This is an optimization exercise on Yosys and OpenROAD, whose aim is small area, a short achievable clock period and few clock cycles per item, not a production implementation. Only simulation tests tie the RTL to the original design; equivalence was not proved. Power and IR drop assume default switching activity.

// linear_scan_register_allocator_unit
module linear_scan_register_allocator_unit #(
  parameter int MAX_REGS = lsra_pkg::MAX_REGS_DEF
) (
  input  logic                        clk,
  input  logic                        rst_n,
  input  logic                        in_valid,
  output logic                        in_ready,
  input  logic [lsra_pkg::VAR_W-1:0]   in_var_id,
  input  logic [lsra_pkg::POINT_W-1:0] in_start_point,
  input  logic [lsra_pkg::POINT_W-1:0] in_end_point,
  output logic                        out_valid,
  input  logic                        out_ready,
  output logic [lsra_pkg::VAR_W-1:0]   out_var,
  output logic                        out_spilled,
  output logic [lsra_pkg::REG_IDX_W-1:0] out_reg_index,
  output logic [lsra_pkg::SLOT_W-1:0]  out_stack_slot,
  output logic                        out_last,
  input  logic                        psel,
  input  logic                        penable,
  input  logic                        pwrite,
  input  logic [lsra_pkg::CFG_AW-1:0] paddr,
  input  logic [lsra_pkg::CFG_DW-1:0] pwdata,
  output logic [lsra_pkg::CFG_DW-1:0] prdata,
  output logic                        pready
);
  logic [lsra_pkg::NUM_REGS_W-1:0] num_regs;
  lsra_cfg u_cfg (
    .clk      (clk),
    .rst_n    (rst_n),
    .psel     (psel),
    .penable  (penable),
    .pwrite   (pwrite),
    .paddr    (paddr),
    .pwdata   (pwdata),
    .prdata   (prdata),
    .pready   (pready),
    .num_regs (num_regs)
  );
  lsra_ctrl #(
    .MAX_REGS (MAX_REGS)
  ) u_ctrl (
    .clk      (clk),
    .rst_n    (rst_n),
    .num_regs (num_regs),
    .in_valid       (in_valid),
    .in_ready       (in_ready),
    .in_var_id      (in_var_id),
    .in_start_point (in_start_point),
    .in_end_point   (in_end_point),
    .out_valid      (out_valid),
  ...
Size in the first run: about 4700 cells after synthesis, about 850 flip-flops, roughly 160 I/O pins, roughly 0.048 mm² of cells after synthesis.
clock: 8.0 ns
lec_check: 0
abc_area: 1
cap_margin: 20
core_margin: 2
core_utilization: 40
cts_cluster_diameter: 100
cts_cluster_size: 25
setup_slack_margin: 4.5
slew_margin: 20
run.sh (not shown) runs the stock make flow with config.mk's settings and CLKGATE_MAP_FILE= SYNTH_SCRIPT=/design/flow/synth_recipe.tcl, a recipe that flattens the netlist after the stock synthesis.
Testbench counts at the start, summed over its fixed seeds: cycles 14,328, items 12,000.
Edit:
ABC_AREA = default   (was 1)
CORE_UTILIZATION = 55   (was 40)
CTS_CLUSTER_DIAMETER = default   (was 100)
CTS_CLUSTER_SIZE = default   (was 25)
What happened: Cell area came out higher by 3.6%; global-route usage came out higher by 13 points; worst setup slack is worse by 0.11 ns; power came out higher by 23%; via count came out lower by 2.8%; first-iteration DRC count came out higher by 13%; synthesized cell count came out lower by 21%; non-clock buffer count came out higher by 124.
Edit:
ABC_AREA = 1   (was default)
CORE_UTILIZATION = 40   (was 55)
=> The new run ran to the end with no violations. Critical path depth decreases by 8. Routed wire length is lower by 7.6%. Clock power barely changes. Combinational power came out lower by 5.3%. First-iteration DRC count drops by 8.1%. Hold slack improved by 0.0042 ns.
Edit:
CTS_CLUSTER_DIAMETER = 150   (was default)
CTS_CLUSTER_SIZE = 25   (was default)
Outcome: Sequential power hardly moves. Combinational power falls by about 1%. Final area drops by 3.8%. Global-route usage drops by 0.45 points. Clock-buffer cell count falls by 60. Sequential share of layout area grows by 1.8 points. Via count decreases by 1.3%. Routed wire length fell by 1.8%. Worst setup slack is better by 0.016 ns. Clock power goes down by 45%.

========
Setup of job 4660:
linear_scan_register_allocator_unit again, from the RTL that the note above started with.
Settings: LEC_CHECK=0, ABC_AREA=1, CAP_MARGIN=20, CORE_MARGIN=2, CORE_UTILIZATION=40, SETUP_SLACK_MARGIN=4.75, SLEW_MARGIN=20; clock period 8.0 ns.
Job 4660: all stages complete, timing, DRC and antenna checks passed
Testbench counts of job 4660, summed over its fixed seeds: cycles 14,328, items 12,000.
#### Input delta (job 1811 over job 4660)
-- flow/config.mk --
<<< job 4660, line 12
export SETUP_SLACK_MARGIN = 4.75
>>> job 1811, line 12
export CTS_CLUSTER_DIAMETER = 100
export CTS_CLUSTER_SIZE = 25
export SETUP_SLACK_MARGIN = 4.5
<<< job 4660, line 14
>>> job 1811, line 16
export TNS_END_PERCENT = 10
==> run notes <==
Lower routability congestion estimate from global placement among job 4660 and job 1811: job 1811. Job 1811 vs. job 4660: number of buffers added by the clock tree synthesis step went down by 52. Job 1811 vs. job 4660: final setup slack of the worst path saw a decrease; number of fill cells saw an increase; total power saw a decrease. The global-route wire length before repair of job 1811 falls short of that of job 4660 by 1.7%. H-tree depth reported by CTS for job 1811: 1 down relative to job 4660. Total non-filler cell area in the finished layout ended up 5.2% lower on job 1811 than on job 4660. Re clock skew: job 4660 was lower than job 1811. Job 1811 ended up with a lower clock network power share than job 4660 did. The destination of the critical timing path comes out prdata[0] in one run and out_spilled in the other, namely in job 4660 and job 1811 respectively. First-iteration DRC count in job 1811 is 332 below job 4660.
> inputs changed (job 1811 -> job 5569)
-- flow/config.mk --
<<< job 1811, line 12
export CTS_CLUSTER_DIAMETER = 100
export CTS_CLUSTER_SIZE = 25
>>> job 5569, line 12
export CTS_CLUSTER_DIAMETER = 150
export CTS_CLUSTER_SIZE = 20
<<< job 1811, line 16
export TNS_END_PERCENT = 10
>>> job 5569, line 16
## What came out
- Job 5569 against job 1811: cell area climbed 560 um^2; net count of the finished layout climbed 25.
- Job 5569 falls short of job 1811 in clock-net power.
- Relative to job 1811, the overall power consumption of job 5569 is higher by 150 uW.
- Going from job 1811 to job 5569, number of antenna violations at the first check in global routing increased 2; placement-stage worst setup slack decreased 93 ps; final setup TNS essentially unchanged.
The following lists how job 2053 was set up differently from job 5569:
-- flow/config.mk --
<<< job 5569, line 12
export CTS_CLUSTER_DIAMETER = 150
export CTS_CLUSTER_SIZE = 20
>>> job 2053, line 12
export CTS_CLUSTER_DIAMETER = 100
export CTS_CLUSTER_SIZE = 25
export PLACE_DENSITY = 0.75
==> comparison <==
- Cell area | job 2053 vs job 5569 | job 2053 smaller
- Between job 5569 and job 2053, number of vias after detailed routing increased.
- Diff job 5569 -> job 2053: number of routed nets with antenna violations saw little to no change, via density per instance saw an increase, total setup buffers inserted after CTS saw a decrease.
- Taking job 5569 as the reference, in job 2053 sequential portion of the cell area saw an increase, combinational power share went down, power essentially unchanged, met3 wire length now sits higher.
- Aggregate routed wire length: job 2053 vs job 5569 down 2.8%

========
Setup of job 1574:
Starting RTL as in the previous note.
Settings: LEC_CHECK=0, ABC_AREA=1, CAP_MARGIN=0, CORE_MARGIN=2, CORE_UTILIZATION=40, CTS_CLUSTER_DIAMETER=100, CTS_CLUSTER_SIZE=25, SETUP_SLACK_MARGIN=4.5, SLEW_MARGIN=0; clock period 8.0 ns.
Every stage of the flow completed for job 1574, and the final layout passed the timing, DRC and antenna checks.
Testbench counts of job 1574, summed over its fixed seeds: cycles 14,328, items 12,000.
Inputs modified between job 1574 and job 494:
Settings: CTS_CLUSTER_DIAMETER no longer set, was 100; SLEW_MARGIN now 20, was 0; ABC_AREA no longer set, was 1; CTS_CLUSTER_SIZE no longer set, was 25; CAP_MARGIN now 20, was 0.
[summary]
Looking at sequential share of layout area, job 494 sits 1.6 points below job 1574. Against job 1574 as the reference, job 494 delivers a lower worst setup slack for register-to-register paths. Fmax: job 494 lower than job 1574. Startpoint of the most critical setup path: paddr[2] -> job 1574, u_cfg.num_regs_r[2] -> job 494. Run comparison: job 494 most common library cell in the layout ignoring fill and taps edfxtp_1; job 1574 most common library cell in the layout ignoring fill and taps nand2_1. Core box area: job 494 vs job 1574 down 2.1%. [compare] base=job 1574 new=job 494: xor and xnor fraction of the mapped netlist area fell by 0.52 points, normalized max-slew margin rose by 0.97 points.
The inputs of job 3087 differ from those of job 494 as listed below.
Settings: ABC_AREA now 1, previously not set; CTS_CLUSTER_DIAMETER now 100, previously not set; SETUP_SLACK_MARGIN now 4.65, was 4.5; CTS_CLUSTER_SIZE now 25, previously not set.
- Job 3087 reports a lower minimum clock period than job 494 does.
- Job 3087 vs job 494, area added between synthesis and finish went down by 6.1 points.
- Comparing sequential group share of total power for job 494 and job 3087, the smaller number came from job 494.
- Job 3087 can be clocked faster than job 494.
- Re count of standard-cell rows: job 494 and job 3087 aren't equal, and the higher value belongs to job 3087.
- Job 3087 vs job 494: average wire per cell in the routed design down
- Changes observed in job 3087 relative to job 494: critical path depth shrank by 10; met1 track utilization from global routing grew by 0.51 points.

-- separate check: timing with driven ports --
How much do the figures lean on ideal ports? The routed layouts below were timed once more, with nothing changed but the port constraints.
Step 1 (the two cells are an assumption about what drives the block):
set clk [get_ports {clk}]
set_driving_cell -lib_cell sky130_fd_sc_hd__clkbuf_16 $clk
set_driving_cell -lib_cell sky130_fd_sc_hd__buf_2 [delete_from_list [all_inputs] $clk]
Step 2, shift: input delay + t, output delay - t, t = (earliest + latest rising clock arrival at the registers) / 2. This alone moves slack from input paths to output paths.
a / b / c = no drivers / after step 1 / after step 2; a / b = the first two.
| run | t, ns | slack for setup (ns) | clock arrival spread, ns | worst register clock-pin slew, ns | worst data-port slew with drivers (ns) |
|---|---|---|---|---|---|
| the first run of note 1 | 0.705 | 4.479 / 4.440 / 4.440 | 0.046 / 0.046 | 0.11 / 0.11 | 0.05 |
| the second run of note 1 | 0.742 | 4.371 / 4.371 / 4.371 | 0.063 / 0.063 | 0.07 / 0.07 | 0.07 |
| the third run of note 1 | 0.752 | 4.472 / 4.404 / 4.440 | 0.026 / 0.027 | 0.07 / 0.07 | 0.06 |
| the fourth run of note 1 | 0.702 | 4.488 / 4.440 / 4.440 | 0.047 / 0.047 | 0.12 / 0.12 | 0.06 |
| job 4660 | 0.765 | 4.499 / 4.450 / 4.450 | 0.034 / 0.034 | 0.07 / 0.07 | 0.06 |
| job 1811 | 0.724 | 4.306 / 4.231 / 4.037 | 0.047 / 0.047 | 0.11 / 0.11 | 0.05 |
| job 5569 | 0.736 | 4.468 / 4.399 / 4.440 | 0.041 / 0.041 | 0.10 / 0.10 | 0.06 |
| job 2053 | 0.727 | 4.430 / 4.430 / 4.106 | 0.044 / 0.044 | 0.11 / 0.11 | 0.06 |
| job 1574 | 0.705 | 4.479 / 4.440 / 4.440 | 0.046 / 0.046 | 0.11 / 0.11 | 0.05 |
| job 494 | 0.754 | 4.431 / 4.394 / 4.394 | 0.056 / 0.055 | 0.07 / 0.07 | 0.09 |
| job 3087 | 0.722 | 4.486 / 4.432 / 4.257 | 0.044 / 0.043 | 0.12 / 0.12 | 0.07 |
After both steps setup and hold are still met in every run listed. The setup slack of job 2053, which loses most, moves by 0.000 ns with the drivers and by -0.324 ns with both steps.
